From an optimization exercise on the open Yosys and OpenROAD flow, aimed at small area and a short achievable clock period; shortcuts taken in it are not production practice.
The RTL was checked by simulation tests, not by an equivalence proof against the original design.
No activity file was given, so power comes from the tool's default toggle rates.

File: config.mk
export PLATFORM = sky130hd
export DESIGN_NAME = rv_step_core
export DESIGN_NICKNAME = rv_step_core
export VERILOG_FILES = /design/flow/design.v
export SDC_FILE = /design/flow/constraint.sdc
export NUM_CORES = 4
export LEC_CHECK = 0
export CAP_MARGIN = 20
export CORE_MARGIN = 2
export CORE_UTILIZATION = 40
export SETUP_SLACK_MARGIN = 5
export SLEW_MARGIN = 20
export SYNTH_HIERARCHICAL = 1
export TNS_END_PERCENT = 0
File: constraint.sdc
create_clock -name core_clock -period 10.0 [get_ports {clk}]
set_input_delay 2.0000 -clock core_clock [delete_from_list [all_inputs] [get_ports {clk}]]
set_output_delay 2.0000 -clock core_clock [all_outputs]
set_load 0.01 [all_outputs]
File: design.v
`timescale 1ns/10ps
module fetch_unit (
  input  logic        clk,
  input  logic        rst,
  input  logic        step,
  input  logic        x,
  input  logic        is_br,    
  input  logic        inv,      
  input  logic [31:0] inst,
  output logic [5:0]  pc
);
  logic [5:0] pc_t, pc_f, off, tgt, seq;
  assign off = {inst[27:25], inst[11:9]};
  assign pc  = x ? pc_t : pc_f;
  assign tgt = x ? pc_t + off : pc_f + off;
  assign seq = x ? pc_t + 6'd1 : pc_f + 6'd1;
  always_ff @(posedge clk) begin
    if (rst) begin
      pc_t <= '0;
      pc_f <= '0;
    end else if (step) begin
      if (is_br) begin
        pc_t <= inv ? seq : tgt;
        pc_f <= inv ? tgt : seq;
      end else begin
        pc_t <= seq;
        pc_f <= seq;
      end
    end else begin
      pc_t <= pc;
      pc_f <= pc;
    end
  end
endmodule
`timescale 1ns/10ps
module register_bank (
  input  logic        clk,
  input  logic        write_en,
  input  logic [4:0]  rd,
  input  logic [31:0] wdata,
  input  logic [4:0]  rs1,
  input  logic [4:0]  rs2,
  input  logic [4:0]  mon_addr,
  output logic [31:0] rs1_data,
  output logic [31:0] rs2_data,
  output logic [31:0] mon_data
);
  logic [31:0] regs [32];
  logic [1023:0] flat;
  always_comb begin
    for (int i = 0; i < 32; i++) flat[32*i +: 32] = regs[i];
  end
  always_ff @(posedge clk) begin
    for (int i = 1; i < 32; i++) begin
      if (write_en && rd == 5'(i)) regs[i] <= wdata;
    end
  end
  assign regs[0] = '0;
  read_mux32 u_rd1 (.w(flat), .a(rs1), .y(rs1_data));
  read_mux32 u_rd2 (.w(flat), .a(rs2), .y(rs2_data));
  read_mux32 u_rd3 (.w(flat), .a(mon_addr), .y(mon_data));
endmodule
module read_mux32 (
  input  logic [1023:0] w,
  input  logic [4:0]    a,
  output logic [31:0]   y
);
  logic [511:0] l1;
  logic [255:0] l2;
  logic [127:0] l3;
  logic [63:0]  l4;
  always_comb begin
    for (int i = 0; i < 16; i++) l1[32*i +: 32] = a[0] ? w[64*i+32 +: 32] : w[64*i +: 32];
    for (int i = 0; i < 8; i++)  l2[32*i +: 32] = a[1] ? l1[64*i+32 +: 32] : l1[64*i +: 32];
    for (int i = 0; i < 4; i++)  l3[32*i +: 32] = a[2] ? l2[64*i+32 +: 32] : l2[64*i +: 32];
    for (int i = 0; i < 2; i++)  l4[32*i +: 32] = a[3] ? l3[64*i+32 +: 32] : l3[64*i +: 32];
    y = a[4] ? l4[63:32] : l4[31:0];
  end
endmodule
`timescale 1ns/10ps
module decode_unit (
  input  logic        clk,
  input  logic        rst,
  input  logic        step,
  input  logic [31:0] inst,
  input  logic [31:0] rs1_val,
  input  logic [31:0] rs2_val,
  output logic [31:0] pa,
  output logic [31:0] pp,      
  output logic [31:0] pg,      
  output logic [4:0]  psh,     
  output logic [4:0]  pidx,
  output logic [4:0]  prd,
  output logic [9:0]  psel,
  output logic        pwr,
  output logic        pld,
  output logic        pst,
  output logic        pbr_eq,    
  output logic        pbr_sgn,   
  output logic [3:0]  peq,
  output logic [3:0]  pltu,
  output logic        plts
);
  localparam [6:0] OP_REG    = 7'b0110011;
  localparam [6:0] OP_IMM    = 7'b0010011;
  localparam [6:0] OP_LOAD   = 7'b0000011;
  localparam [6:0] OP_STORE  = 7'b0100011;
  localparam [6:0] OP_BRANCH = 7'b1100011;
  localparam S_ADD = 0, S_SUB = 1, S_SLL = 2, S_SLT = 3, S_SLTU = 4,
             S_XOR = 5, S_SRL = 6, S_SRA = 7, S_OR = 8, S_AND = 9;
  logic [6:0]  opcode;
  logic [2:0]  f3;
  logic [4:0]  rd;
  logic        is_reg, is_imm, is_load, is_store, is_branch;
  logic [31:0] op_b, b_eff;
  logic [9:0]  sel;
  logic [6:0]  imm_lo;
  logic [4:0]  mem_idx;
  assign imm_lo  = inst[5] ? {inst[26:25], inst[11:7]} : inst[26:20];
  assign mem_idx = 5'((rs1_val[6:0] + imm_lo) >> 2);
  assign opcode    = inst[6:0];
  assign f3        = inst[14:12];
  assign rd        = inst[11:7];
  assign is_reg    = opcode == OP_REG;
  assign is_imm    = opcode == OP_IMM;
  assign is_load   = opcode == OP_LOAD;
  assign is_store  = opcode == OP_STORE;
  assign is_branch = opcode == OP_BRANCH;
  assign op_b = inst[5] ? rs2_val : {{20{inst[31]}}, inst[31:20]};
  assign b_eff = op_b ^ {32{is_reg && f3 == 3'd0 && inst[30]}};
  always_comb begin
    sel = '0;
    case (f3)
      3'd0:    sel[(inst[30] && inst[5]) ? S_SUB : S_ADD] = 1'b1;
      3'd1:    sel[S_SLL]  = 1'b1;
      3'd2:    sel[S_SLT]  = 1'b1;
      3'd3:    sel[S_SLTU] = 1'b1;
      3'd4:    sel[S_XOR]  = 1'b1;
      3'd5:    sel[inst[30] ? S_SRA : S_SRL] = 1'b1;
      3'd6:    sel[S_OR]   = 1'b1;
      default: sel[S_AND]  = 1'b1;
    endcase
  end
  logic [31:0] beq, blt;
  logic [7:0]  geq, gltu;
  logic        glts;
  logic [3:0]  heq, hltu;
  logic        hlts;
  assign beq = ~(rs1_val ^ op_b);
  assign blt = ~rs1_val & op_b;
  always_comb begin
    for (int g = 0; g < 8; g++) begin
      geq[g]  = &beq[4*g +: 4];
      gltu[g] = blt[4*g+3]
             || (beq[4*g+3] && blt[4*g+2])
             || (beq[4*g+3] && beq[4*g+2] && blt[4*g+1])
             || (beq[4*g+3] && beq[4*g+2] && beq[4*g+1] && blt[4*g]);
    end
    glts = (rs1_val[31] && !op_b[31])
        || (beq[31] && blt[30])
        || (beq[31] && beq[30] && blt[29])
        || (beq[31] && beq[30] && beq[29] && blt[28]);
  end
  always_comb begin
    for (int h = 0; h < 4; h++) begin
      heq[h]  = geq[2*h+1] && geq[2*h];
      hltu[h] = gltu[2*h+1] || (geq[2*h+1] && gltu[2*h]);
    end
    hlts = glts || (geq[7] && gltu[6]);
  end
  always_ff @(posedge clk) begin
    peq  <= heq;
    pltu <= hltu;
    plts <= hlts;
    pa   <= rs1_val;
    pp   <= rs1_val ^ b_eff;
    pg   <= rs1_val & b_eff;
    psh  <= op_b[4:0];
    pidx <= mem_idx;
    prd  <= rd;
    psel <= sel & {10{!is_load}};
    pwr  <= step && (is_reg || is_imm || is_load) && rd != 5'd0;
    pld  <= is_load;
    pst  <= step && is_store;
    pbr_eq  <= f3[2:1] == 2'b00;
    pbr_sgn <= f3[2:1] == 2'b10;
  end
endmodule
`timescale 1ns/10ps
module execute_unit (
  input  logic [31:0] a,
  input  logic [31:0] pp,
  input  logic [31:0] pg,
  input  logic [4:0]  shamt,
  input  logic [9:0]  sel,
  input  logic        br_eq,
  input  logic        br_sgn,
  input  logic [3:0]  geq,
  input  logic [3:0]  gltu,
  input  logic        glts,
  output logic [31:0] alu_res,
  output logic        x
);
  localparam S_ADD = 0, S_SUB = 1, S_SLL = 2, S_SLT = 3, S_SLTU = 4,
             S_XOR = 5, S_SRL = 6, S_SRA = 7, S_OR = 8, S_AND = 9;
  logic        lt, ltu, eq;
  logic [31:0] sum, sll, srl;
  logic        low_lt;    
  assign low_lt = gltu[2] || (geq[2] && gltu[1]) || (geq[2] && geq[1] && gltu[0]);
  assign eq     = &geq;
  assign ltu    = gltu[3] || (geq[3] && low_lt);
  assign lt     = glts    || (geq[3] && low_lt);
  always_comb begin
    logic [31:0] g, p, gn, pn;
    g = pg;
    p = pp;
    g[0] = g[0] | (p[0] & sel[S_SUB]);
    for (int d = 1; d < 32; d = d * 2) begin
      gn = g;
      pn = p;
      for (int i = d; i < 32; i++) begin
        gn[i] = g[i] | (p[i] & g[i-d]);
        pn[i] = p[i] & p[i-d];
      end
      g = gn;
      p = pn;
    end
    sum = pp ^ {g[30:0], sel[S_SUB]};
  end
  logic [31:0] sh_in, sh_out;
  logic        sh_fill;
  always_comb begin
    for (int i = 0; i < 32; i++) sh_in[i] = sel[S_SLL] ? a[31-i] : a[i];
  end
  assign sh_fill = sel[S_SRA] && a[31];
  assign sh_out  = 32'($signed({sh_fill, sh_in}) >>> shamt);
  always_comb begin
    for (int i = 0; i < 32; i++) sll[i] = sh_out[31-i];
  end
  assign srl = sh_out;
  assign alu_res = ({32{sel[S_ADD] | sel[S_SUB]}} & sum)
                 | ({32{sel[S_SLL]}}  & sll)
                 | ({32{sel[S_SLT]}}  & {31'b0, lt})
                 | ({32{sel[S_SLTU]}} & {31'b0, ltu})
                 | ({32{sel[S_XOR]}}  & pp)
                 | ({32{sel[S_SRL] | sel[S_SRA]}} & srl)
                 | ({32{sel[S_OR]}}   & (pp | pg))
                 | ({32{sel[S_AND]}}  & pg);
  assign x = br_eq ? eq
           : ((br_sgn ? glts : gltu[3]) || (geq[3] && low_lt));
endmodule
`timescale 1ns/10ps
module data_memory (
  input  logic        clk,
  input  logic        write_en,
  input  logic [4:0]  idx,
  input  logic [31:0] wdata,
  output logic [31:0] rdata,
  input  logic [4:0]  mon_addr,
  output logic [31:0] mon_data
);
  logic [31:0] mem [32];
  logic [1023:0] flat;
  always_comb begin
    for (int i = 0; i < 32; i++) flat[32*i +: 32] = mem[i];
  end
  always_ff @(posedge clk) begin
    for (int i = 0; i < 32; i++) begin
      if (write_en && idx == 5'(i)) mem[i] <= wdata;
    end
  end
  read_mux32 u_rd1 (.w(flat), .a(idx), .y(rdata));
  read_mux32 u_rd2 (.w(flat), .a(mon_addr), .y(mon_data));
endmodule
`timescale 1ns/10ps
module monitor_port (
  input  logic        clk,
  input  logic        rst,
  input  logic        wb_cyc,
  input  logic        wb_stb,
  input  logic [5:0]  wb_adr,
  input  logic [31:0] reg_data,
  input  logic [31:0] mem_data,
  input  logic        reg_hit,
  input  logic [31:0] reg_pend,
  input  logic        mem_hit,
  input  logic [31:0] mem_pend,
  output logic [31:0] wb_dat,
  output logic        wb_ack
);
  always_ff @(posedge clk) begin
    if (rst) begin
      wb_ack <= 1'b0;
    end else begin
      wb_ack <= wb_cyc && wb_stb && !wb_ack;
    end
    if (wb_adr[5]) begin
      wb_dat <= mem_hit ? mem_pend : mem_data;
    end else begin
      wb_dat <= reg_hit ? reg_pend : reg_data;
    end
  end
endmodule
`timescale 1ns/10ps
module rv_step_core (
  input  logic        clk,
  input  logic        rst,
  input  logic        step,
  output logic [5:0]  imem_addr,
  input  logic [31:0] imem_data,
  input  logic        wb_cyc,
  input  logic        wb_stb,
  input  logic [5:0]  wb_adr,
  output logic [31:0] wb_dat,
  output logic        wb_ack
);
  logic [31:0] pa, pp, pg, pb;
  logic [4:0]  psh;
  logic [4:0]  prd;
  logic [9:0]  psel;
  logic        pwr, pld, pst;
  logic        pbr_eq, pbr_sgn;
  logic [3:0]  peq, pltu;
  logic        plts;
  logic [4:0]  rs1, rs2;
  logic [31:0] rf_rs1, rf_rs2;
  logic [31:0] rs1_val, rs2_val;
  logic [31:0] alu_res, ld_data, result;
  logic [4:0]  mem_idx;
  logic        x;
  logic [31:0] mon_reg, mon_mem;
  assign rs1 = imem_data[19:15];
  assign rs2 = imem_data[24:20];
  decode_unit u_decode (
    .clk     (clk),
    .rst     (rst),
    .step    (step),
    .inst    (imem_data),
    .rs1_val (rs1_val),
    .rs2_val (rs2_val),
    .pa      (pa),
    .pp      (pp),
    .pg      (pg),
    .psh     (psh),
    .pidx    (mem_idx),
    .prd     (prd),
    .psel    (psel),
    .pwr     (pwr),
    .pld     (pld),
    .pst     (pst),
    .pbr_eq  (pbr_eq),
    .pbr_sgn (pbr_sgn),
    .peq     (peq),
    .pltu    (pltu),
    .plts    (plts)
  );
  execute_unit u_execute (
    .a       (pa),
    .pp      (pp),
    .pg      (pg),
    .shamt   (psh),
    .sel     (psel),
    .br_eq   (pbr_eq),
    .br_sgn  (pbr_sgn),
    .geq     (peq),
    .gltu    (pltu),
    .glts    (plts),
    .alu_res (alu_res),
    .x       (x)
  );
  assign pb = pa ^ pp;
  assign result  = ({32{pld}} & ld_data) | alu_res;
  assign rs1_val = (pwr && prd == rs1) ? result : rf_rs1;
  assign rs2_val = (pwr && prd == rs2) ? result : rf_rs2;
  register_bank u_regs (
    .clk      (clk),
    .write_en (pwr),
    .rd       (prd),
    .wdata    (result),
    .rs1      (rs1),
    .rs2      (rs2),
    .mon_addr (wb_adr[4:0]),
    .rs1_data (rf_rs1),
    .rs2_data (rf_rs2),
    .mon_data (mon_reg)
  );
  data_memory u_dmem (
    .clk      (clk),
    .write_en (pst),
    .idx      (mem_idx),
    .wdata    (pb),
    .rdata    (ld_data),
    .mon_addr (wb_adr[4:0]),
    .mon_data (mon_mem)
  );
  fetch_unit u_fetch (
    .clk    (clk),
    .rst    (rst),
    .step   (step),
    .x      (x),
    .is_br  (imem_data[6:0] == 7'b1100011 && imem_data[14:13] != 2'b01),
    .inv    (imem_data[12]),
    .inst   (imem_data),
    .pc     (imem_addr)
  );
  monitor_port u_monitor (
    .clk      (clk),
    .rst      (rst),
    .wb_cyc   (wb_cyc),
    .wb_stb   (wb_stb),
    .wb_adr   (wb_adr),
    .reg_data (mon_reg),
    .mem_data (mon_mem),
    .reg_hit  (pwr && prd == wb_adr[4:0]),
    .reg_pend (result),
    .mem_hit  (pst && mem_idx == wb_adr[4:0]),
    .mem_pend (pb),
    .wb_dat   (wb_dat),
    .wb_ack   (wb_ack)
  );
endmodule
File: flow/run.sh
#!/bin/bash
# Layout flow: the standard flow (standard synthesis unchanged) with
#  - the port buffers made from sky130_fd_sc_hd__buf_4 instead of the default
#    choice (a delay buffer), and
#  - timing repair allowed to change a cell's footprint, so that such cells
#    can be replaced.
# Each make run writes its full output to a log here; ORFS's own per-step logs
# are under orfs/logs.
set -euo pipefail
bash standard.sh \
  "BUFFER_PORTS_ARGS=-buffer_cell sky130_fd_sc_hd__buf_4" \
  "MATCH_CELL_FOOTPRINT=0" \
  finish > standard_finish.log 2>&1
File: standard.sh
#!/bin/bash
# synth_recipe.tcl (not shown) runs the flow's synth.tcl, then flattens the netlist and writes it again
# the make line also repeats each setting of config.mk as NAME=value (left out here)
make -C /OpenROAD-flow-scripts/flow DESIGN_CONFIG=/design/flow/config.mk WORK_HOME=/design/flow/orfs CLKGATE_MAP_FILE= SYNTH_SCRIPT=/design/flow/synth_recipe.tcl "${@:-finish}"
==> results of run 1 <==
## final cells by class
| cell class | count | area share, % |
|---|---|---|
| Timing Repair inverter | 3 | 0.0112 |
| Timing Repair Buffer | 377 | 2.75 |
| Antenna cell | 26 | 0.0486 |
| Inverter | 58 | 0.171 |
| Clock buffer | 291 | 4.72 |
| Tap cell | 3958 | 3.70 |
| Clock inverter | 143 | 1.07 |
| Sequential cell | 2196 | 48.0 |
| Multi-Input combinational cell | 6625 | 39.5 |
## worst max-delay path, stage by stage
cell and delay [ps]:
buf_4 150, and2b_4 550, buf_4 590, a22o_1 230, nor3_1 60, a31oi_1 310, nand3_1 350, mux2_2 370
nand2_1 70, nand2_1 220, ha_1 380, a21o_1 160, a21o_1 170, a211oi_1 240, o31ai_1 110
## where the power goes
part	switching, mW	internal, mW	leakage [nW]
registers	0.344	10.8	19.8
clock network	3.80	5.16	3.82
logic	4.32	1.92	27.8
total	8.47	17.9	51.4
## registers in the layout, indices dropped and copies added, names as in the netlist, 5 cells and up
signal and cells:
u_dmem.mem 1024, u_regs.regs 992, u_decode.pa 32, u_decode.pg 32, u_decode.pp 32, u_monitor.wb_dat 32
u_decode.psel 10, u_fetch.pc_f 6, u_fetch.pc_t 6, u_decode.pidx 5, u_decode.prd 5, u_decode.psh 5
## cell usage in the layout, fill, tap and decap left out, drive strengths merged, types with 11 or more instances in the layout
cell / instances
mux2i: 2694
edfxtp: 2016
nand2: 657
a21oi: 581
nand3: 507
a22oi: 491
buf: 369
a22o: 321
clkbuf: 299
nor3: 195
dfxtp: 180
a31oi: 171
nor2: 148
clkinv: 103
mux2: 99
conb: 96
xor2: 90
o21ai: 83
ha: 78
a21o: 67
inv: 63
mux4: 50
nand2b: 30
bufinv: 27
diode: 26
xnor2: 20
nand4: 18
o211ai: 18
and2: 15
a221oi: 13
a211oi: 12
or2: 12
and3: 12
a222oi: 11
clkinvlp: 11
nor2b: 11
## what timing repair did
item                                    4_1_cts  5_1_grt
hold buffers                                  0        0
endpoints found under the setup margin       88       26
gates cloned                                 14        1
pin swaps                                    19        1
setup buffers                                19        0
resized for setup                           104        8
## cells by family after synthesis
logic type,count (synthesis),synth area share (%)
AOI/OAI and AO/OA,1845,10.4
xor gates and xnor gates,110,0.807
adders and majority gates,79,0.828
buffers and inverters,810,3.96
DFF,2196,53.3
muxes,2843,24.4
other,1,0.00312
and+or+nand+nor,1647,6.27
## per-module statistics from Yosys, one instance, submodules excluded
module         cells  area [um^2]  flops+latches  times used
read_mux32      1158         8890              0           5
execute_unit     740         5310              0           1
fetch_unit       118          962             12           1
data_memory     1074        31000           1024           1
register_bank   1042        30000            992           1
decode_unit      452         5030            135           1
monitor_port     143         1790             33           1
rv_step_core     172         1730              0           1
## worst min path at each step
stage                     startpoint                to  slack, ps  cells after the start
detailed placement  u_monitor.wb_ack  u_monitor.wb_ack        420                      1
global placement    u_monitor.wb_ack  u_monitor.wb_ack        410                      1
floorplan           u_monitor.wb_ack  u_monitor.wb_ack        470                      1
finish              u_monitor.wb_ack  u_monitor.wb_ack        420                      1
global route        u_monitor.wb_ack  u_monitor.wb_ack        450                      1
CTS                 u_monitor.wb_ack  u_monitor.wb_ack        430                      1
## Yosys cell counts (12+ instances only)
library cell | count | area share, %
a211oi_1 | 12 | 0.075
a21o_1 | 67 | 0.42
a21oi_1 | 580 | 2.4
a221oi_1 | 12 | 0.087
a22o_1 | 321 | 2.3
a22oi_1 | 491 | 3.1
a31oi_1 | 171 | 0.89
and2_1 | 13 | 0.068
and3_1 | 12 | 0.062
buf_1 | 35 | 0.11
buf_2 | 148 | 0.62
buf_4 | 179 | 1.1
buf_6 | 86 | 0.80
clkbuf_1 | 281 | 0.88
dfxtp_1 | 180 | 3.0
edfxtp_1 | 2016 | 50
ha_1 | 78 | 0.81
inv_1 | 57 | 0.18
mux2_1 | 12 | 0.11
mux2_2 | 53 | 0.50
mux2_4 | 34 | 0.42
mux2i_1 | 2692 | 22
mux4_2 | 48 | 0.90
nand2_1 | 657 | 2.0
nand2b_1 | 30 | 0.16
nand3_1 | 506 | 2.1
nand4_1 | 18 | 0.094
nor2_1 | 147 | 0.46
nor3_1 | 194 | 0.81
o211ai_1 | 18 | 0.11
o21ai_0 | 73 | 0.30
xnor2_1 | 20 | 0.15
xor2_1 | 89 | 0.65
## through the flow
stage | util, % | worst slack (ps) | hold slack (ps) | instances | instance area [um^2]
after detailed placement | 41.8 | 3660 | 417 | 13182 | 125000
after CTS | 44.6 | 4960 | 427 | 13649 | 134000
after global routing | 44.6 | 4800 | 446 | 13666 | 134000
after global placement | 41.7 | 3620 | 412 | 13176 | 125000
final | 44.7 | 4830 | 423 | 13677 | 134000
after floorplan | - | 5360 | 466 | 9626 | 121000
## metal layers
metal | wire length (um) | vias to the layer above | GRT usage, %
met4 | 28100 | 14 | 15.9
met2 | 206000 | 5786 | 44.8
li1 | - | 37064 | -
met5 | 92 | - | 0
met3 | 48800 | 1437 | 6.80
met1 | 185000 | 45474 | 38.4
==> metrics.csv, run 1 <==
metric,value,unit
Crit. Startpoint,imem_data[22],
antenna violations before repair,32,
actual slew at the worst max-slew pin,1320,ps
synthesis-stage register bit count,2196,
"Reg clk slew, reported paths",60,ps
Cells after Synth,9531,
Antenna Nets Post-Route,0,
status,finished clean,
crit path kind,input pin to flop,
# DRC,0,
clk latency of the worst-skew pair,950,ps
Critical Path AT,5990,ps
largest net degree at the start of global routing,134,
CTS tree,done,
CTS Root Buffer Type,clkbuf_16,
post-route minimum period,5170,ps
Post-synth ARST share,0,%
number of flops mapped to enable cells by yosys,2016,
DRT iter0 DRCs,11832,
fin nets,9621,
Yosys warnings,16,
CTS Buf Count,238,
Top Ports,82,
vias in the first global route,87079,
RSZ-0062 raised after global routing,yes,
vias per inst,6.56,
Fin. Hold Viols,0,
Hold/Removal Path Class,flop to flop,
Peak Freq,193,MHz
chip height,552,um
row count,201,
share of layout cells above drive strength 1,11.2,%
reg2reg end,u_decode.pltu[1],
P_leak,51.4,nW
critical path endpoint,u_decode.pltu[0],
PD cells,197,nW/um^2
Critical Path Start Type,input pin,
RR Startpoint,u_decode.psh[1],
Max-Cap Viols,0,
Sequential cell area,64200,um^2
top_reg_cell synth,edfxtp_1,
GR Util All Layers,29.3,%
R2R setup slack,4850,ps
peak supply drop,200,uV
first-pass GRT wire length,648000,um
Starting Density,40.2,%
final setup skew,61.6,ps
area occupied by multi-input gates,52900,um^2
R2R depth,17,
drt total wl,468000,um
sequential fraction of the synthesis area,53.3,%
Die ar.,305000,um^2
# fillers,26787,
crit path capture type,flop,
syn_area_per_cell,12.6,um^2
post-synthesis cell type count,95,
Sink Count,2196,
final period utilization,51.7,%
clk buf depth,4,
area growth from synthesis to final layout,11.2,%
grt total ovfl,0,
routed via count,89775,
drt wl/cell,34.2,um
Max H-tree Level,4,
core box area,300000,um^2
final slew viol count,0,
final setup fails,0,
PortBufs,81,
Critical Path RT,10820,ps
hpwl dp,271000,um
Rel. slew slack,9.28,%
Placer Congestion,0.955,
"Cell Area, Synth",120000,um^2
DR pass1 iterations,8,
die width,552,um
post-route setup TNS,0,ps
Pwr Total,26.4,mW
largest fanout on the critical path,31,
==> run 2, diff against run 1 <==
--- a/design.v
+++ b/design.v
@@ -58,7 +58,17 @@
   assign regs[0] = '0;
   read_mux32 u_rd1 (.w(flat), .a(rs1), .y(rs1_data));
   read_mux32 u_rd2 (.w(flat), .a(rs2), .y(rs2_data));
-  read_mux32 u_rd3 (.w(flat), .a(mon_addr), .y(mon_data));
+  always_comb begin
+    logic [31:0] l1 [16];
+    logic [31:0] l2 [8];
+    logic [31:0] l3 [4];
+    logic [31:0] l4 [2];
+    for (int i = 0; i < 16; i++) l1[i] = mon_addr[0] ? regs[2*i+1] : regs[2*i];
+    for (int i = 0; i < 8; i++)  l2[i] = mon_addr[1] ? l1[2*i+1] : l1[2*i];
+    for (int i = 0; i < 4; i++)  l3[i] = mon_addr[2] ? l2[2*i+1] : l2[2*i];
+    for (int i = 0; i < 2; i++)  l4[i] = mon_addr[3] ? l3[2*i+1] : l3[2*i];
+    mon_data = mon_addr[4] ? l4[1] : l4[0];
+  end
 endmodule
 module read_mux32 (
   input  logic [1023:0] w,
@@ -270,7 +280,17 @@
     end
   end
   read_mux32 u_rd1 (.w(flat), .a(idx), .y(rdata));
-  read_mux32 u_rd2 (.w(flat), .a(mon_addr), .y(mon_data));
+  always_comb begin
+    logic [31:0] l1 [16];
+    logic [31:0] l2 [8];
+    logic [31:0] l3 [4];
+    logic [31:0] l4 [2];
+    for (int i = 0; i < 16; i++) l1[i] = mon_addr[0] ? mem[2*i+1] : mem[2*i];
+    for (int i = 0; i < 8; i++)  l2[i] = mon_addr[1] ? l1[2*i+1] : l1[2*i];
+    for (int i = 0; i < 4; i++)  l3[i] = mon_addr[2] ? l2[2*i+1] : l2[2*i];
+    for (int i = 0; i < 2; i++)  l4[i] = mon_addr[3] ? l3[2*i+1] : l3[2*i];
+    mon_data = mon_addr[4] ? l4[1] : l4[0];
+  end
 endmodule
 `timescale 1ns/10ps
 module monitor_port (
==> flow/run.sh (replaced) <==
#!/bin/bash
# Layout flow: the standard flow (standard synthesis unchanged) with
#  - the port buffers made from sky130_fd_sc_hd__buf_4 instead of the default
#    choice (a delay buffer),
#  - timing repair allowed to change a cell's footprint, so that such cells
#    can be replaced, and
#  - timing repair aiming further below the clock period (a setup margin of
#    6.5 ns) on the worst path only (TNS_END_PERCENT 0), so that the achieved
#    period keeps improving past 5 ns.
# The constraints (clock period, I/O delays, loads) are the standard flow's, unchanged.
# Each make run writes its full output to a log here; ORFS's own per-step logs
# are under orfs/logs.
set -euo pipefail
bash standard.sh \
  "BUFFER_PORTS_ARGS=-buffer_cell sky130_fd_sc_hd__buf_4" \
  "MATCH_CELL_FOOTPRINT=0" \
  "SETUP_SLACK_MARGIN=6.5" \
  "TNS_END_PERCENT=0" \
  finish > standard_finish.log 2>&1
==> metrics.csv, run 2 <==
metric,value,unit
status,finished clean,
top_reg_cell synth,edfxtp_1,
Peak Freq,211,MHz
Max H-tree Level,4,
post-synthesis cell type count,89,
GR Util All Layers,30.2,%
Slowest Stage Delay on Critical Path,640,ps
Synth area leader,edfxtp_1,
Starting Density,40.2,%
"Cell Area, Synth",119000,um^2
Hold/Removal Path Class,flop to flop,
final hold slack,433,ps
share of layout cells above drive strength 1,15.4,%
core box area,297000,um^2
final setup skew,54.0,ps
number of flops mapped to enable cells by yosys,2016,
CP Buf/Inv Count,3,
hpwl dp,262000,um
final period utilization,47.4,%
final slew viol count,0,
Sink Count,2196,
Yosys top cell area share,50.7,%
Die ar.,303000,um^2
PortBufs,81,
PD cells,198,nW/um^2
peak supply drop,151,uV
vias in the first global route,86146,
drt total wl,481000,um
"most common cell after layout, fill and taps aside",mux2i_1,
CTS tree,done,
max FFs per register,1024,
Rel. slew slack,21.6,%
grt total ovfl,0,
# fillers,26343,
slowest cell on the critical path,mux2i_1,
RSZ-0062 raised after global routing,yes,
post-route setup TNS,0,ps
# DRC,0,
actual slew at the worst max-slew pin,1180,ps
Max-Cap Viols,0,
Critical Path AT,5500,ps
P_leak,50.1,nW
most frequent CP cell,mux2i_1,
Placer Congestion,0.970,
Yosys warnings,24,
crit path kind,input pin to flop,
Biggest register,u_dmem.mem,
crit path capture type,flop,
commonest cells in the netlist,"mux2i_1 (2276), edfxtp_1 (2016), nand2_1 (569)",
post-route minimum period,4740,ps
routed via count,88632,
die width,550,um
Sequential cell area,64200,um^2
Area contributors post-synth,"edfxtp_1 (51%), mux2i_1 (19%), mux4_2 (4.5%), dfxtp_1 (3.0%), a22o_1 (2.6%)",
Finished Layout Cells,13219,
cts hold-fix bufs,0,
clk buf depth,4,
row count,200,
CP top delay family,buffers and inverters,
"Reg clk slew, reported paths",60,ps
Final Core Density,45.2,%
biggest regs,"u_dmem.mem x1024, u_regs.regs x992",
DR pass1 iterations,8,
final setup fails,0,
fin nets,9200,
Cells after Synth,9063,
DP Cell Count,12654,
Antenna Nets Post-Route,0,
largest fanout on the critical path,53,
DRT iter0 DRCs,13334,
Critical Path RT,10750,ps
synthesis-stage register bit count,2196,
Top Ports,82,
chip height,550,um
vias per inst,6.70,
first-pass GRT wire length,654000,um
CTS Root Buffer Type,clkbuf_16,
antenna violations before repair,18,
drt wl/cell,36.4,um
CTS Buf Count,239,
syn_area_per_cell,13.2,um^2
largest net degree at the start of global routing,128,
area occupied by multi-input gates,52700,um^2
most frequent cell after synthesis,mux2i_1,
area growth from synthesis to final layout,12.3,%
Fin. Hold Viols,0,
most frequent cells in the layout,"mux2i_1 (2261), edfxtp_1 (2016), nand2_1 (559)",
Post-synth ARST share,0,%
Critical Path Start Type,input pin,
sequential fraction of the synthesis area,53.7,%
clk latency of the worst-skew pair,940,ps
crit path cell chain,buf_8 -> buf_6 -> xor2_1 -> nor4_1 -> and3_4 -> buf_4 -> mux2i_1 -> mux2i_1,
==> run 2: cell types whose count changed in the layout (fill, tap and decap cells not counted), moves of 32 or more <==
cell     before   now
a21oi_1     578   481
a22o_1      321   353
a22oi_1     491   396
a31oi_1     171   136
and2_1        8    40
conb_1       96    64
mux2_2       54    86
mux2i_1    2689  2261
mux4_2       48   240
nand2_1     648   559
nand3_1     506   411
nor3_1      180   145
o21ai_1      11    46
o22ai_1       1    33
==> run 2: metal layers <==
metal / vias up / wire length (um) / GRT usage (%)
met1: 44972 / 185000 / 40.0
met5: - / 141 / 0.266
met2: 6374 / 210000 / 45.8
met3: 1487 / 56600 / 7.25
li1: 35777 / - / -
met4: 22 / 29600 / 16.5
==> run 2: cell families (layout without fill, tap and decap cells) <==
group,Yosys count,in the layout,share of synthesized area [%]
DFF,2196,2196,53.7
buffers and inverters,783,919,3.75
muxes,2651,2651,25.0
other,1,66,0.00314
adders and majority gates,79,79,0.834
xor gates and xnor gates,110,110,0.807
and+or+nand+nor,1459,1470,5.57
AOI/OAI and AO/OA,1784,1789,10.3
==> run 2: final timing paths <==
check | endpoint | start | slack (ps) | cells after the start
max | u_monitor.wb_dat[27] | wb_adr[2] | 5260 | 8
min | u_monitor.wb_ack | u_monitor.wb_ack | 430 | 1
max reg2reg | u_decode.pltu[3] | u_decode.psel[1] | 5370 | 21
min reg2reg | u_monitor.wb_ack | u_monitor.wb_ack | 430 | 1
==> run 2: layout make-up <==
| type | count | share of cell area (%) |
|---|---|---|
| Antenna cell | 2 | 0.00373 |
| Clock buffer | 310 | 4.82 |
| Clock inverter | 131 | 0.770 |
| Inverter | 58 | 0.180 |
| Multi-Input combinational cell | 6163 | 39.3 |
| Sequential cell | 2196 | 47.9 |
| Tap cell | 3939 | 3.68 |
| Timing Repair Buffer | 417 | 3.36 |
| Timing Repair inverter | 3 | 0.0112 |
==> run 2: per-stage QoR <==
stage / setup WS [ps] / power [mW] / area (um^2)
global route: 5340 / 27.1 / 134000
finish: 5260 / 26.5 / 134000
CTS: 5300 / 26.1 / 133000
floorplan: 5580 / 15.0 / 120000
detailed placement: 3790 / 17.4 / 124000
global placement: 3660 / 17.3 / 124000
==> run 2: power breakdown <==
group	leakage (nW)	switching, mW	internal [mW]	total [mW]
combinational	26.6	4.50	2.15	6.65
clock	3.69	3.77	4.88	8.64
sequential	19.8	0.349	10.9	11.2
==> run 2: what timing repair did <==
action                                  in CTS  in global routing
gates resized for setup                    164                132
endpoints found under the setup margin    1777               1375
endpoints found under the hold margin        0                  0
pin swaps                                   25                 17
buffers inserted                            38                 40
gates cloned                                29                 15
==> run 2: Yosys stat by module, one instance, submodules excluded <==
module / cells / cell area, um^2 / flip-flops and latches / times used
read_mux32: 1158 / 8890 / 0 / 3
decode_unit: 452 / 4980 / 135 / 1
rv_step_core: 172 / 1730 / 0 / 1
monitor_port: 143 / 1790 / 33 / 1
execute_unit: 740 / 5310 / 0 / 1
register_bank: 1731 / 38100 / 992 / 1
data_memory: 2233 / 39800 / 1024 / 1
fetch_unit: 118 / 962 / 12 / 1
==> run 3, diff against run 2 <==
--- a/config.mk
+++ b/config.mk
@@ -8,6 +8,8 @@
 export CAP_MARGIN = 20
 export CORE_MARGIN = 2
 export CORE_UTILIZATION = 40
+export CTS_CLUSTER_DIAMETER = 100
+export CTS_CLUSTER_SIZE = 24
 export SETUP_SLACK_MARGIN = 5
 export SLEW_MARGIN = 20
 export SYNTH_HIERARCHICAL = 1
==> metrics.csv, run 3 <==
metric,value,unit
drt wl/cell,36.9,um
final slew viol count,0,
CTS Buf Count,105,
grt total ovfl,0,
GRT Max-Usage Layer,met2,
synthesis-stage register bit count,2196,
hpwl dp,262000,um
routed via count,87589,
Placer Congestion,0.970,
post-route minimum period,4810,ps
max FFs per register,1024,
syn_area_per_cell,13.2,um^2
met1 usage,40.4,%
post-route setup TNS,0,ps
first-pass GRT wire length,653000,um
M3 GR Usage,6.82,%
Max H-tree Level,3,
post-synthesis cell type count,89,
Fin. Hold Viols,0,
Synth area leader,edfxtp_1,
Critical Path RT,10650,ps
fin nets,9067,
Sequential cell area,64200,um^2
grt met2 use,46.0,%
die width,550,um
area growth from synthesis to final layout,8.72,%
Placed Area,124000,um^2
RSZ-0062 raised after global routing,yes,
antenna violations before repair,15,
PortBufs,81,
"most common cell after layout, fill and taps aside",mux2i_1,
clk latency of the worst-skew pair,860,ps
final setup fails,0,
Post-synth ARST share,0,%
Critical Path AT,5470,ps
Area contributors post-synth,"edfxtp_1 (51%), mux2i_1 (19%), mux4_2 (4.5%), dfxtp_1 (3.0%), a22o_1 (2.6%)",
design area,130000,um^2
Sink Count,2196,
DR pass1 iterations,8,
crit path kind,input pin to flop,
"Reg clk slew, reported paths",100,ps
P_leak,47.9,nW
area occupied by multi-input gates,52700,um^2
chip height,550,um
Max-Cap Viols,0,
DRT iter0 DRCs,13503,
Rel. slew slack,22.6,%
vias per inst,6.75,
core box area,297000,um^2
vias in the first global route,84775,
most frequent cells in the layout,"mux2i_1 (2257), edfxtp_1 (2016), nand2_1 (559)",
most frequent cell after synthesis,mux2i_1,
Peak Freq,208,MHz
Starting Density,40.2,%
commonest cells in the netlist,"mux2i_1 (2276), edfxtp_1 (2016), nand2_1 (569)",
CTS Root Buffer Type,clkbuf_16,
final period utilization,48.1,%
Hold/Removal Path Class,flop to flop,
top_reg_cell synth,edfxtp_1,
largest net degree at the start of global routing,107,
final setup skew,44.3,ps
actual slew at the worst max-slew pin,1160,ps
Yosys top cell area share,50.7,%
CTS tree,done,
Top Ports,82,
Biggest register,u_dmem.mem,
"Cell Area, Synth",119000,um^2
# fillers,26712,
Critical Path Start Type,input pin,
Yosys warnings,24,
GR Util All Layers,30.3,%
PD cells,177,nW/um^2
largest fanout on the critical path,53,
row count,200,
clk buf depth,3,
status,finished clean,
number of flops mapped to enable cells by yosys,2016,
Die ar.,303000,um^2
sequential fraction of the synthesis area,53.7,%
Antenna Nets Post-Route,0,
peak supply drop,163,uV
share of layout cells above drive strength 1,13.5,%
drt total wl,478000,um
Cells after Synth,9063,
biggest regs,"u_dmem.mem x1024, u_regs.regs x992",
# DRC,0,
crit path capture type,flop,
run 3: cell counts after synthesis:
No cell type changed its count.
run 3: final timing paths:
kind | start | to | slack [ps] | cells after the start
max | wb_adr[2] | u_monitor.wb_dat[17] | 5190 | 10
min | u_monitor.wb_ack | u_monitor.wb_ack | 440 | 1
max reg2reg | u_decode.psh[0] | u_decode.pltu[0] | 5340 | 17
min reg2reg | u_monitor.wb_ack | u_monitor.wb_ack | 440 | 1
run 3: final cells by class:
| type | count | share of cell area [%] |
|---|---|---|
| timing repair buffer | 419 | 3.49 |
| inverter | 58 | 0.186 |
| sequential | 2196 | 49.5 |
| clock buffer | 165 | 2.25 |
| tap | 3939 | 3.80 |
| antenna | 3 | 0.00578 |
| clock inverter | 22 | 0.176 |
| multi-input combinational | 6162 | 40.6 |
| timing repair inverter | 3 | 0.0135 |
run 3: per-module statistics from Yosys, one instance, submodules excluded:
module / cells / flops+latches
register_bank: 1731 / 992
decode_unit: 452 / 135
execute_unit: 740 / 0
fetch_unit: 118 / 12
data_memory: 2233 / 1024
rv_step_core: 172 / 0
monitor_port: 143 / 33
read_mux32: 1158 / 0
run 3: routing by layer:
layer / wire (um) / share of wire (%)
met5: 49 / 0.010
met4: 29100 / 6.1
met3: 55000 / 12
met2: 208000 / 44
met1: 186000 / 39
run 3: report_power, final:
part	internal, mW	total, mW	leakage, nW	switching [mW]
registers	10.8	11.2	19.8	0.350
clock network	2.08	5.14	1.51	3.06
logic	2.16	6.65	26.6	4.49
total	15.1	23.0	47.9	7.90
run 3: cells by family after synthesis:
group,after synthesis,synth area share (%)
flops,2196,53.7
buf+inv,783,3.75
simple gates,1459,5.57
xor+xnor,110,0.807
compound gates,1784,10.3
fa+ha+maj,79,0.834
mux,2651,25.0
other cells,1,0.00314
run 3: metrics by stage:
stage	cells	setup WS, ps	utilization, %	total power [mW]	hold WS, ps
2_1_floorplan	9126	5580	-	15.0	466
3_3_place_gp	12652	3660	41.8	17.3	416
3_5_place_dp	12654	3790	41.8	17.4	432
4_1_cts	12917	5310	43.4	22.6	446
5_1_grt	12966	5300	43.7	23.5	467
6_report	12967	5190	43.7	23.0	439
run 3: timing repair:
action	in CTS	in global routing
endpoints found under the hold margin	0	0
hold buffers	0	0
pin swaps	29	29
cloned	36	8
buffers inserted	40	39
setup endpoints to repair	1763	1399
gates resized for setup	177	130
run 3: worst max-delay path: stages:
cell and delay [ps]:
buf_8 170, buf_8 370, nor2_4 610, buf_12 360, a22o_1 220, nor3_1 60
a31oi_1 270, nand3_1 130, mux2i_1 750, mux2i_1 250
==> run 4, diff against run 3 <==
--- a/flow/run.sh
+++ b/flow/run.sh
@@ -5,7 +5,7 @@
 #  - timing repair allowed to change a cell's footprint, so that such cells
 #    can be replaced, and
 #  - timing repair aiming further below the clock period (a setup margin of
-#    6.5 ns) on the worst path only (TNS_END_PERCENT 0), so that the achieved
+#    6.5 ns) on the worst 30% of the failing endpoints (TNS_END_PERCENT 30), so that the achieved
 #    period keeps improving past 5 ns.
 # The constraints (clock period, I/O delays, loads) are the standard flow's, unchanged.
 # Each make run writes its full output to a log here; ORFS's own per-step logs
@@ -15,5 +15,5 @@
   "BUFFER_PORTS_ARGS=-buffer_cell sky130_fd_sc_hd__buf_4" \
   "MATCH_CELL_FOOTPRINT=0" \
   "SETUP_SLACK_MARGIN=6.5" \
-  "TNS_END_PERCENT=0" \
+  "TNS_END_PERCENT=30" \
   finish > standard_finish.log 2>&1
--- a/config.mk
+++ b/config.mk
@@ -8,8 +8,6 @@
 export CAP_MARGIN = 20
 export CORE_MARGIN = 2
 export CORE_UTILIZATION = 40
-export CTS_CLUSTER_DIAMETER = 100
-export CTS_CLUSTER_SIZE = 24
 export SETUP_SLACK_MARGIN = 5
 export SLEW_MARGIN = 20
 export SYNTH_HIERARCHICAL = 1
==> metrics.csv, run 4 <==
metric,value,unit
"Reg clk slew, reported paths",70,ps
fin nets,9617,
most frequent cell after synthesis,mux2i_1,
post-synthesis cell type count,89,
Area contributors post-synth,"edfxtp_1 (51%), mux2i_1 (19%), mux4_2 (4.5%), dfxtp_1 (3.0%), a22o_1 (2.6%)",
Critical Path Start Type,flop,
vias per inst,6.80,
drt wl/cell,38.2,um
Rel. slew slack,15.3,%
GR Util All Layers,33.2,%
status,finished clean,
PortBufs,81,
"most common cell after layout, fill and taps aside",mux2i_1,
hpwl dp,261000,um
Starting Density,40.2,%
area growth from synthesis to final layout,20.0,%
CTS tree,done,
post-synthesis simple-gate area fraction,5.57,%
Sink Count,2196,
antenna violations before repair,24,
die width,550,um
final setup skew,64.7,ps
final period utilization,46.7,%
chip height,550,um
Hold/Removal Path Class,flop to flop,
P_leak,53.8,nW
actual slew at the worst max-slew pin,1270,ps
share of layout cells above drive strength 1,22.3,%
clk latency of the worst-skew pair,970,ps
first-pass GRT wire length,705000,um
DR pass1 iterations,7,
post-synthesis xor/xnor area fraction,0.807,%
most frequent cells in the layout,"mux2i_1 (2210), edfxtp_1 (2016), nand2_1 (518)",
# DRC,0,
Critical Path RT,10900,ps
peak supply drop,239,uV
row count,200,
final hold slack,422,ps
synthesis-stage register bit count,2196,
Synth Area in Compound Gates,10.3,%
Synth area leader,edfxtp_1,
Yosys warnings,24,
Max-Cap Viols,0,
clk buf depth,4,
Cells after Synth,9063,
PD cells,198,nW/um^2
CTS Buf Count,242,
Antenna Nets Post-Route,0,
post-route setup TNS,0,ps
Yosys top cell area share,50.7,%
"Cell Area, Synth",119000,um^2
Peak Freq,214,MHz
sequential fraction of the synthesis area,53.7,%
Fin. Hold Viols,0,
post-route minimum period,4670,ps
number of flops mapped to enable cells by yosys,2016,
largest family of logic cells by synthesized area,multiplexers,
DRT iter0 DRCs,14522,
# fillers,25347,
max FFs per register,1024,
Adder-Cell Fraction of Synth Area,0.834,%
commonest cells in the netlist,"mux2i_1 (2276), edfxtp_1 (2016), nand2_1 (569)",
crit path capture type,flop,
syn_area_per_cell,13.2,um^2
routed via count,92920,
mux contribution to synthesized area,25.0,%
drt total wl,521000,um
final slew viol count,0,
largest net degree at the start of global routing,76,
Die ar.,303000,um^2
Max H-tree Level,4,
Top Ports,82,
biggest regs,"u_dmem.mem x1024, u_regs.regs x992",
top_reg_cell synth,edfxtp_1,
Biggest register,u_dmem.mem,
Placer Congestion,0.971,
vias in the first global route,89743,
core box area,297000,um^2
final setup fails,0,
crit path kind,flop to flop,
grt total ovfl,0,
CTS Root Buffer Type,clkbuf_16,
Post-synth ARST share,0,%
Critical Path AT,5570,ps
largest fanout on the critical path,3,
RSZ-0062 raised after global routing,yes,
run 4: cell types whose count changed in the layout (fill, tap and decap cells not counted), sizes merged, moves of 2 or more:
cell,change
a21o,+6
and2,+3
buf,+329
bufinv,+19
clkbuf,+223
clkinv,+77
clkinvlp,+13
diode,+17
inv,+3
nor2,-2
nor2b,+2
run 4: area by class of cell:
cell class	instances	area (um^2)	share of cell area [%]
clock buffers	313	6650	4.65
multi-input cells	6172	55100	38.5
repair inverters	2	12.5	0.00873
diodes	20	50.0	0.0349
flip-flops and latches	2196	64200	44.8
clock inverters	135	1300	0.907
inverters	58	245	0.171
well taps	3939	4930	3.44
repair buffers	823	10700	7.46
run 4: worst paths after layout:
check,from,end,slack [ps],cells after the start
worst min register to register,u_monitor.wb_ack,u_monitor.wb_ack,420,1
worst min-delay path,u_monitor.wb_ack,u_monitor.wb_ack,420,1
worst max register to register,u_decode.pp[0],u_decode.pltu[2],5330,19
worst max-delay path,u_decode.pp[0],u_decode.pltu[2],5330,19
run 4: what timing repair did:
item,CTS,global route
setup buffers,273,88
setup endpoints to repair,1839,792
hold buffers,0,0
cloned,140,11
gates resized for setup,941,194
pin swaps,121,73
run 4: per-layer routing:
| layer | wire [um] | vias to the layer above | part of all wire, % | global-route usage (%) |
|---|---|---|---|---|
| li1 | - | 36683 | - | - |
| met1 | 188000 | 46628 | 36 | 41.5 |
| met2 | 221000 | 7607 | 42 | 48.8 |
| met3 | 74200 | 1988 | 14 | 11.5 |
| met4 | 38900 | 14 | 7.5 | 21.2 |
| met5 | 239 | - | 0.046 | 0.797 |
run 4: kinds of logic (layout without fill, tap and decap cells):
kind of cell	Yosys count	count (layout)
multiplexers	2651	2651
adder cells (fa/ha/maj)	79	79
XOR/XNOR	110	110
AO/OA/AOI/OAI	1784	1794
flip-flops	2196	2196
other	1	84
buffers and inverters	783	1331
AND/OR/NAND/NOR	1459	1474
run 4: critical path: stages (launching register included):
cell and delay (ps):
dfxtp_2 380, ha_4 170, or2_4 230, ha_4 160
o211a_4 230, o2111a_1 270, o41a_1 380, and4_1 240
o311ai_2 250, a21oi_2 110, mux2_4 270, a221o_2 400
a21o_4 250, mux2_4 320, nand2_4 90, nand2_4 90
ha_4 350, nand3_4 60, a21oi_4 230, a211o_1 130
run 4: report_power, final:
group | internal (mW) | switching, mW
clock | 5.20 | 3.85
sequential | 10.8 | 0.325
combinational | 2.93 | 5.14
total | 19.0 | 9.31
run 4: Yosys stat by module (local to each module, per instance):
module | cells | copies in the design | flops+latches | cell area [um^2]
data_memory | 2233 | 1 | 1024 | 39800
decode_unit | 452 | 1 | 135 | 4980
execute_unit | 740 | 1 | 0 | 5310
fetch_unit | 118 | 1 | 12 | 962
monitor_port | 143 | 1 | 33 | 1790
read_mux32 | 1158 | 3 | 0 | 8890
register_bank | 1731 | 1 | 992 | 38100
rv_step_core | 172 | 1 | 0 | 1730
run 4: per-stage QoR:
stage | cell area, um^2 | std cells | total power [mW] | util (%) | setup WS [ps]
floorplan | 120000 | 9126 | 15.0 | - | 5590
finish | 143000 | 13658 | 28.3 | 48.3 | 5330
CTS | 141000 | 13536 | 27.7 | 47.6 | 5370
global placement | 124000 | 12669 | 17.3 | 41.9 | 3400
detailed placement | 124000 | 12675 | 17.3 | 41.9 | 3440
global route | 143000 | 13639 | 28.9 | 48.3 | 5300
==> run 5, diff against run 4 <==
--- a/design.v
+++ b/design.v
@@ -308,18 +308,19 @@
   output logic [31:0] wb_dat,
   output logic        wb_ack
 );
+  logic [31:0] raw_q, pend_q;
+  logic        hit_q;
   always_ff @(posedge clk) begin
     if (rst) begin
       wb_ack <= 1'b0;
     end else begin
       wb_ack <= wb_cyc && wb_stb && !wb_ack;
     end
-    if (wb_adr[5]) begin
-      wb_dat <= mem_hit ? mem_pend : mem_data;
-    end else begin
-      wb_dat <= reg_hit ? reg_pend : reg_data;
-    end
+    raw_q  <= wb_adr[5] ? mem_data : reg_data;
+    pend_q <= wb_adr[5] ? mem_pend : reg_pend;
+    hit_q  <= wb_adr[5] ? mem_hit : reg_hit;
   end
+  assign wb_dat = hit_q ? pend_q : raw_q;
 endmodule
 `timescale 1ns/10ps
 module rv_step_core (
--- a/flow/run.sh
+++ b/flow/run.sh
@@ -5,7 +5,7 @@
 #  - timing repair allowed to change a cell's footprint, so that such cells
 #    can be replaced, and
 #  - timing repair aiming further below the clock period (a setup margin of
-#    6.5 ns) on the worst 30% of the failing endpoints (TNS_END_PERCENT 30), so that the achieved
+#    6.5 ns) on the worst path only (TNS_END_PERCENT 0), so that the achieved
 #    period keeps improving past 5 ns.
 # The constraints (clock period, I/O delays, loads) are the standard flow's, unchanged.
 # Each make run writes its full output to a log here; ORFS's own per-step logs
@@ -15,5 +15,5 @@
   "BUFFER_PORTS_ARGS=-buffer_cell sky130_fd_sc_hd__buf_4" \
   "MATCH_CELL_FOOTPRINT=0" \
   "SETUP_SLACK_MARGIN=6.5" \
-  "TNS_END_PERCENT=30" \
+  "TNS_END_PERCENT=0" \
   finish > standard_finish.log 2>&1
--- a/config.mk
+++ b/config.mk
@@ -8,6 +8,8 @@
 export CAP_MARGIN = 20
 export CORE_MARGIN = 2
 export CORE_UTILIZATION = 40
+export CTS_CLUSTER_DIAMETER = 100
+export CTS_CLUSTER_SIZE = 24
 export SETUP_SLACK_MARGIN = 5
 export SLEW_MARGIN = 20
 export SYNTH_HIERARCHICAL = 1
==> metrics.csv, run 5 <==
metric,value,unit
status,finished clean,
R2R depth,12,
Rel. slew slack,19.1,%
grt total ovfl,0,
worst hold path stage count,1,
CP Depth,9,
Slowest Stage Delay on Critical Path,700,ps
Max H-tree Level,3,
CTS tree,done,
Peak Freq,208,MHz
most frequent cells in the layout,"mux2i_1 (2171), edfxtp_1 (2016), nand2_1 (555)",
# DRC,0,
die width,553,um
Finished Layout Cells,13005,
Sink Count,2229,
post-route minimum period,4810,ps
final setup fails,0,
CP Buf/Inv Count,4,
design area,131000,um^2
peak supply drop,162,uV
crit path capture type,flop,
chip height,553,um
CTS Root Buffer Type,clkbuf_16,
Top Ports,82,
"Cell Area, Synth",120000,um^2
row count,201,
DP Cell Count,12726,
Cells after Synth,9095,
Synth Area in Compound Gates,10.2,%
vias per inst,6.72,
P_leak,48.5,nW
Starting Density,40.2,%
Adder-Cell Fraction of Synth Area,0.828,%
number of flops mapped to enable cells by yosys,2016,
GR Util All Layers,29.4,%
"Reg clk slew, reported paths",100,ps
Fin. Hold Viols,0,
final setup skew,45.2,ps
PortBufs,81,
core box area,300000,um^2
hpwl dp,264000,um
commonest cells in the netlist,"mux2i_1 (2180), edfxtp_1 (2016), nand2_1 (568)",
CTS Buf Count,108,
Post-synth ARST share,0,%
most frequent CP cell,buf_4,
routed via count,87410,
Yosys warnings,24,
syn_area_per_cell,13.2,um^2
Die ar.,305000,um^2
Yosys top cell area share,50.3,%
Hold/Removal Path Class,flop to flop,
clk latency of the worst-skew pair,840,ps
"most common cell after layout, fill and taps aside",mux2i_1,
RSZ-0062 raised after global routing,yes,
max FFs per register,1024,
most frequent cell after synthesis,mux2i_1,
final period utilization,48.1,%
final slew viol count,0,
crit path cell chain,buf_6 -> buf_4 -> nand2b_2 -> buf_4 -> o22ai_1 -> a211oi_1 -> o31ai_1 -> buf_4 -> mux2_4,
post-route setup TNS,0,ps
synthesis-stage register bit count,2229,
Max-Cap Viols,0,
Critical Path RT,10700,ps
Antenna Nets Post-Route,0,
post-synthesis cell type count,89,
Biggest register,u_dmem.mem,
largest fanout on the critical path,23,
fin nets,9088,
DR pass1 iterations,9,
biggest regs,"u_dmem.mem x1024, u_regs.regs x992",
Area contributors post-synth,"edfxtp_1 (50%), mux2i_1 (18%), mux4_2 (4.5%), dfxtp_1 (3.5%), a22o_1 (2.6%)",
largest net degree at the start of global routing,129,
drt wl/cell,36.5,um
DRT iter0 DRCs,12945,
actual slew at the worst max-slew pin,1210,ps
PD cells,179,nW/um^2
Placed Area,125000,um^2
CP top delay family,buffers and inverters,
post-synthesis xor/xnor area fraction,0.801,%
crit path kind,input pin to flop,
drt total wl,474000,um
vias in the first global route,85184,
slowest cell on the critical path,nand2b_2,
share of layout cells above drive strength 1,14.4,%
top_reg_cell synth,edfxtp_1,
cts hold-fix bufs,0,
clk buf depth,3,
post-synthesis simple-gate area fraction,5.53,%
Critical Path AT,5500,ps
area growth from synthesis to final layout,8.73,%
Placer Congestion,0.969,
largest family of logic cells by synthesized area,multiplexers,
final hold slack,427,ps
first-pass GRT wire length,645000,um
mux contribution to synthesized area,25.1,%
Final Core Density,43.7,%
antenna violations before repair,30,
sequential fraction of the synthesis area,53.8,%
Critical Path Start Type,input pin,
Synth area leader,edfxtp_1,
==> run 5: cell types whose count changed in the layout (fill, tap and decap cells not counted), moves of 35 or more <==
cell       before   now
mux2i_1      2210  2171
clkinv_2       38     0
nand2_1       518   555
buf_12         93    30
clkbuf_16     353   137
mux2i_4        44     3
dfxtp_1       142   185
buf_6         121    32
clkinv_1       37     2
buf_4         436   296
mux2_2         62   124
==> run 5: kinds of logic after synthesis <==
group                    after synthesis
multiplexers                        2652
XOR/XNOR                             110
adder cells (fa/ha/maj)               79
flip-flops                          2229
AO/OA/AOI/OAI                       1784
AND/OR/NAND/NOR                     1458
other                                  1
buffers and inverters                782
==> run 5: area by class of cell <==
cell class | instances | area (um^2)
flip-flops and latches | 2229 | 64900
clock buffers | 161 | 3020
repair buffers | 411 | 4460
fillers | 26671 | 169000
diodes | 8 | 20.0
multi-input cells | 6156 | 53000
clock inverters | 22 | 258
repair inverters | 2 | 12.5
well taps | 3958 | 4950
inverters | 58 | 240
==> run 5: per-module statistics from Yosys (local to each module, per instance) <==
module         cells inside  times used  flops+latches  area (um^2)
read_mux32             1158           3              0         8890
data_memory            2233           1           1024        39800
fetch_unit              118           1             12          962
decode_unit             452           1            135         4980
rv_step_core            172           1              0         1730
execute_unit            740           1              0         5310
monitor_port            175           1             66         2750
register_bank          1731           1            992        38100
==> run 5: where the power goes <==
group          switching (mW)  internal [mW]
Sequential              0.330           11.0
Combinational            4.61           2.26
Clock                    3.09           2.16
==> run 5: what timing repair did <==
| action | 4_1_cts | 5_1_grt |
|---|---|---|
| endpoints found under the hold margin | 0 | 0 |
| pin swaps | 33 | 22 |
| buffers inserted | 40 | 10 |
| gates resized for setup | 183 | 108 |
| setup endpoints to repair | 1215 | 991 |
| gates cloned | 24 | 14 |
==> run 5: path summary, 6_finish.rpt <==
path	from	slack, ps	endpoint
max	wb_adr[1]	5190	u_monitor.raw_q[27]
min	u_monitor.wb_ack	430	u_monitor.wb_ack
max reg2reg	u_decode.pidx[3]	5270	u_decode.peq[1]
min reg2reg	u_monitor.wb_ack	430	u_monitor.wb_ack
==> run 5: layer usage <==
layer  up-vias  share of wire [%]  track usage, %
li1      35393                  -               -
met1     44325                 38            38.6
met2      6224                 44            45.3
met3      1448                 12            6.81
met4        20                6.2            15.5
met5         -              0.027               0
==> run 5: per-stage QoR <==
stage,power (mW),worst slack [ps]
6_report,23.5,5190
5_1_grt,24.0,5240
4_1_cts,23.2,5280
3_5_place_dp,17.7,3600
3_3_place_gp,17.6,3560
2_1_floorplan,15.3,5580
==> run 6, diff against run 5 <==
--- a/config.mk
+++ b/config.mk
@@ -12,5 +12,4 @@
 export CTS_CLUSTER_SIZE = 24
 export SETUP_SLACK_MARGIN = 5
 export SLEW_MARGIN = 20
-export SYNTH_HIERARCHICAL = 1
 export TNS_END_PERCENT = 0
==> metrics.csv, run 6 <==
metric,value,unit
Die ar.,291000,um^2
most frequent cells in the layout,"edfxtp_1 (2016), mux4_2 (1587), buf_4 (303)",
Yosys top cell area share,52.7,%
Critical Path Start Type,flop,
Critical Path AT,5420,ps
routed via count,69271,
"Cell Area, Synth",115000,um^2
Starting Density,40.2,%
fin nets,6220,
CTS Buf Count,106,
chip height,540,um
GR Util All Layers,28.2,%
Biggest register,u_dmem.mem,
reg2reg end,u_decode.pltu[3],
largest net degree at the start of global routing,108,
commonest cells in the netlist,"edfxtp_1 (2016), mux4_2 (1587), clkbuf_1 (332)",
final slew viol count,0,
hpwl dp,238000,um
Sequential Power Share,48.7,%
PortBufs,81,
post-synthesis cell type count,73,
Sw Share,31.2,%
Max H-tree Level,3,
clk latency of the worst-skew pair,830,ps
Placed Area,121000,um^2
RSZ-0062 raised after global routing,yes,
Critical Path RT,10720,ps
CTS Root Buffer Type,clkbuf_16,
drt total wl,416000,um
die width,540,um
Rel. slew slack,21.7,%
Fin. Hold Viols,0,
Peak Freq,213,MHz
post-route minimum period,4700,ps
PD cells,180,nW/um^2
synthesis-stage register bit count,2229,
Pint,16.0,mW
Antenna Nets Post-Route,0,
Final Core Density,45.1,%
CTS tree,done,
vias in the first global route,68696,
post-place setup slack,2890,ps
"most common cell after layout, fill and taps aside",edfxtp_1,
max FFs per register,1024,
DR pass1 iterations,6,
Synth area leader,edfxtp_1,
crit path capture type,flop,
largest fanout on the critical path,17,
clock share of power,22.2,%
share of layout cells above drive strength 1,43.2,%
RR Startpoint,u_decode.pidx[0],
number of flops mapped to enable cells by yosys,2016,
Switch Pwr,7.24,mW
grt total ovfl,0,
Hold/Removal Path Class,flop to flop,
cts hold-fix bufs,0,
R2R setup slack,5300,ps
"Reg clk slew, reported paths",110,ps
most frequent cell after synthesis,edfxtp_1,
worst hold path stage count,1,
actual slew at the worst max-slew pin,1170,ps
# DRC,0,
min-delay src,u_monitor.wb_ack,
syn_area_per_cell,19.1,um^2
drt wl/cell,41.7,um
status,finished clean,
DP Cell Count,9543,
DRT iter0 DRCs,10459,
area growth from synthesis to final layout,12.1,%
Top Ports,82,
first-pass GRT wire length,571000,um
clk buf depth,3,
post-route setup TNS,0,ps
final hold slack,441,ps
design area,129000,um^2
final setup margin,5300,ps
Finished Layout Cells,9974,
Placer Congestion,0.977,
antenna violations before repair,29,
final period utilization,47.0,%
crit path kind,flop to flop,
Area contributors post-synth,"edfxtp_1 (53%), mux4_2 (31%), dfxtp_1 (3.7%), mux2_2 (1.9%), mux2i_1 (1.4%)",
top_reg_cell synth,edfxtp_1,
biggest regs,"u_dmem.mem x1024, u_regs.regs x992",
vias per inst,6.95,
Hold Path Sink,u_monitor.wb_ack,
Sink Count,2229,
Cells after Synth,6020,
# fillers,23887,
power share of the combinational group,29.1,%
Post-synth ARST share,0,%
peak supply drop,173,uV
Yosys warnings,18,
sequential fraction of the synthesis area,56.5,%
R2R depth,19,
core box area,285000,um^2
final setup fails,0,
Pwr Total,23.2,mW
final setup skew,56.1,ps
Max-Cap Viols,0,
row count,196,
P_leak,40.8,nW
[run 6: cell count changes in the layout (fill, tap and decap cells not counted), sizes merged, moves of 123 or more]
cell   previous run  this run
a21oi           488       170
a22o            353        70
a22oi           396        24
a31oi           139        11
mux2i          2182       159
mux4            242      1587
nand2           568       127
nand3           418        27
nor3            145        22
[run 6: layout make-up]
type                    instances  area, um^2  area share [%]
flip-flops and latches       2229       64800            50.4
clock inverters                13         140           0.109
repair buffers                495        6340            4.93
well taps                    3762        4710            3.66
inverters                      58         224           0.174
clock buffers                 169        3010            2.34
diodes                         40         100          0.0778
multi-input cells            3208       49300            38.3
[run 6: kinds of logic after synthesis]
| group | Yosys count | synth area share (%) |
|---|---|---|
| buffers and inverters | 585 | 2.07 |
| DFF | 2229 | 56.5 |
| and+or+nand+nor | 500 | 1.99 |
| muxes | 1940 | 34.4 |
| adders and majority gates | 79 | 0.868 |
| xor gates and xnor gates | 93 | 0.710 |
| AOI/OAI and AO/OA | 594 | 3.47 |
[run 6: layer usage]
metal  vias up  global-route usage, %  part of all wire, %
met3       836                   5.15                  9.5
met4        10                   15.6                  6.4
met5         -                      0                0.018
met2      4397                   44.2                   47
met1     37862                   37.4                   37
li1      26166                      -                    -
[run 6: worst max-delay path by stage]
stage | start | to | slack, ps | cells past startpoint
CTS | u_decode.peq[1] | imem_addr[4] | 5380 | 7
global placement | imem_data[20] | u_decode.pltu[1] | 2750 | 18
global route | u_decode.pidx[0] | u_decode.pltu[3] | 5250 | 19
finish | u_decode.pidx[0] | u_decode.pltu[3] | 5300 | 19
detailed placement | imem_data[20] | u_decode.pltu[1] | 2890 | 18
floorplan | imem_data[15] | u_decode.pidx[4] | 4540 | 18
[run 6: power groups by stage]
stage               combinational, mW  clock [mW]  sequential, mW
floorplan                        3.70           0            11.3
global placement                 5.54           0            11.6
detailed placement               5.58           0            11.6
CTS                              6.59        5.21            11.3
global route                     6.98        5.52            11.3
finish                           6.75        5.16            11.3
[run 6: worst max-delay path, stage by stage, from the launching register on]
cell	delay [ps]
dfxtp_4	460
buf_12	180
buf_4	160
buf_6	130
clkbuf_16	160
mux4_2	490
mux4_2	520
mux2i_4	300
o221ai_2	170
a221oi_2	370
o21ai_4	120
buf_12	170
o21ai_4	160
a21oi_1	100
ha_2	210
a21o_1	170
a21o_1	170
a21oi_1	140
o21ai_1	90
or2_2	280
[run 6: what timing repair did]
item / in CTS / in global routing
cloned: 66 / 5
setup endpoints to repair: 1988 / 1334
setup buffers: 108 / 27
gates resized for setup: 322 / 70
pin swaps: 28 / 24
==> run 7, diff against run 6 <==
--- a/config.mk
+++ b/config.mk
@@ -7,7 +7,7 @@
 export LEC_CHECK = 0
 export CAP_MARGIN = 20
 export CORE_MARGIN = 2
-export CORE_UTILIZATION = 40
+export CORE_UTILIZATION = 45
 export CTS_CLUSTER_DIAMETER = 100
 export CTS_CLUSTER_SIZE = 24
 export SETUP_SLACK_MARGIN = 5
==> metrics.csv, run 7 <==
metric,value,unit
status,finished clean,
Critical Path RT,10750,ps
core box area,254000,um^2
Hold Path Sink,u_monitor.wb_ack,
first-pass GRT wire length,568000,um
CTS Buf Count,109,
largest net degree at the start of global routing,120,
drt wl/cell,43.5,um
Biggest register,u_dmem.mem,
actual slew at the worst max-slew pin,1320,ps
PD cells,182,nW/um^2
post-route setup TNS,0,ps
share of layout cells above drive strength 1,42.7,%
crit path capture type,flop,
Pwr Total,23.1,mW
DP Cell Count,9146,
Yosys top cell area share,52.7,%
GR Util All Layers,32.0,%
drt total wl,414000,um
RSZ-0062 raised after global routing,yes,
hpwl dp,232000,um
CTS tree,done,
syn_area_per_cell,19.1,um^2
DR pass1 iterations,8,
number of flops mapped to enable cells by yosys,2016,
largest fanout on the critical path,4,
Top Ports,82,
final period utilization,47.5,%
commonest cells in the netlist,"edfxtp_1 (2016), mux4_2 (1587), clkbuf_1 (332)",
DRT iter0 DRCs,10045,
Sink Count,2229,
"most common cell after layout, fill and taps aside",edfxtp_1,
final slew viol count,0,
post-synthesis cell type count,73,
worst hold path stage count,1,
Post-synth ARST share,0,%
Cells after Synth,6020,
synthesis-stage register bit count,2229,
Placed Area,120000,um^2
Hold/Removal Path Class,flop to flop,
crit path kind,flop to flop,
Rel. slew slack,11.1,%
Antenna Nets Post-Route,0,
antenna violations before repair,17,
final setup skew,57.0,ps
row count,185,
area growth from synthesis to final layout,11.0,%
Yosys warnings,18,
sequential fraction of the synthesis area,56.5,%
reg2reg end,u_decode.pltu[3],
P_leak,40.5,nW
Area contributors post-synth,"edfxtp_1 (53%), mux4_2 (31%), dfxtp_1 (3.7%), mux2_2 (1.9%), mux2i_1 (1.4%)",
Synth area leader,edfxtp_1,
fin nets,6180,
biggest regs,"u_dmem.mem x1024, u_regs.regs x992",
clk latency of the worst-skew pair,860,ps
die width,509,um
routed via count,68915,
Critical Path Start Type,flop,
R2R depth,18,
min-delay src,u_monitor.wb_ack,
Starting Density,45.2,%
top_reg_cell synth,edfxtp_1,
Max H-tree Level,3,
Critical Path AT,5500,ps
"Cell Area, Synth",115000,um^2
R2R setup slack,5250,ps
RR Startpoint,u_decode.pp[0],
design area,127000,um^2
most frequent cells in the layout,"edfxtp_1 (2016), mux4_2 (1587), buf_4 (294)",
Finished Layout Cells,9523,
most frequent cell after synthesis,edfxtp_1,
chip height,509,um
CTS Root Buffer Type,clkbuf_16,
Final Core Density,50.2,%
peak supply drop,157,uV
cts hold-fix bufs,0,
Die ar.,259000,um^2
Fin. Hold Viols,0,
max FFs per register,1024,
Peak Freq,211,MHz
clk buf depth,3,
Max-Cap Viols,0,
Placer Congestion,0.956,
PortBufs,81,
"Reg clk slew, reported paths",110,ps
final setup fails,0,
# DRC,0,
vias per inst,7.24,
grt total ovfl,0,
vias in the first global route,68112,
post-route minimum period,4750,ps
## run 7: cell counts after synthesis
No cell type changed its count.
## run 7: cells by family after synthesis
family | count (synthesis) | share of synthesized area [%]
fa+ha+maj | 79 | 0.868
compound gates | 594 | 3.47
xor+xnor | 93 | 0.710
simple gates | 500 | 1.99
flops | 2229 | 56.5
buf+inv | 585 | 2.07
mux | 1940 | 34.4
## run 7: what timing repair did
item / CTS / global route
pin swaps: 26 / 15
cloned: 60 / 2
endpoints found under the hold margin: 0 / 0
endpoints found under the setup margin: 1967 / 1084
buffers inserted: 92 / 13
resized for setup: 272 / 28
## run 7: layer usage
| metal | vias to the layer above | part of all wire (%) | global-route usage, % |
|---|---|---|---|
| met2 | 4320 | 46 | 49.0 |
| li1 | 26058 | - | - |
| met4 | 10 | 6.2 | 16.6 |
| met1 | 37726 | 38 | 43.8 |
| met3 | 801 | 10 | 5.99 |
| met5 | - | 0.016 | 0 |
## run 7: how the worst max path moves through the flow
stage / slack, ps / to / startpoint
global route: 5150 / u_decode.pltu[2] / u_decode.psel[2]
floorplan: 4540 / u_decode.pidx[4] / imem_data[15]
finish: 5250 / u_decode.pltu[3] / u_decode.pp[0]
detailed placement: 3030 / u_decode.pltu[1] / imem_data[20]
global placement: 2880 / u_decode.pltu[1] / imem_data[20]
CTS: 5340 / imem_addr[4] / u_decode.peq[1]
## run 7: worst max-delay path, cell delays in order (launching register included)
cell,delay [ps]
dfxtp_1,380
ha_1,260
or2_2,300
ha_1,210
o211ai_1,280
a211o_1,230
a21o_1,180
a31oi_2,150
a21oi_2,370
mux2i_4,370
xnor2_4,120
a221o_4,480
a21o_1,300
inv_1,90
ha_1,260
nor2b_1,140
o21ai_0,130
o21ai_1,100
or2_2,280
## run 7: per-stage QoR
stage	worst slack [ps]	hold slack (ps)
2_1_floorplan	4540	466
3_3_place_gp	2880	408
6_report	5250	422
3_5_place_dp	3030	411
4_1_cts	5340	426
5_1_grt	5150	460
## run 7: cell type report
class	count	area [um^2]
Tap cell	3366	4210
Fill cell	20216	127000
Clock inverter	30	427
Sequential cell	2229	64800
Inverter	58	218
Timing Repair Buffer	448	5500
Multi-Input combinational cell	3212	49200
Clock buffer	161	2940
Antenna cell	19	47.5
## run 7: where the power goes
part / switching [mW] / internal (mW)
sequential: 0.320 / 11.0
clock: 3.14 / 2.22
combinational: 3.79 / 2.69
total: 7.24 / 15.9

Setup slack of run 7, layout unchanged: 5.251 ns with ideal ports, 5.053 ns with driving cells assumed (clock clkbuf_16, inputs buf_2), 4.123 ns with port delays also shifted by the 0.930 ns mid clock arrival.
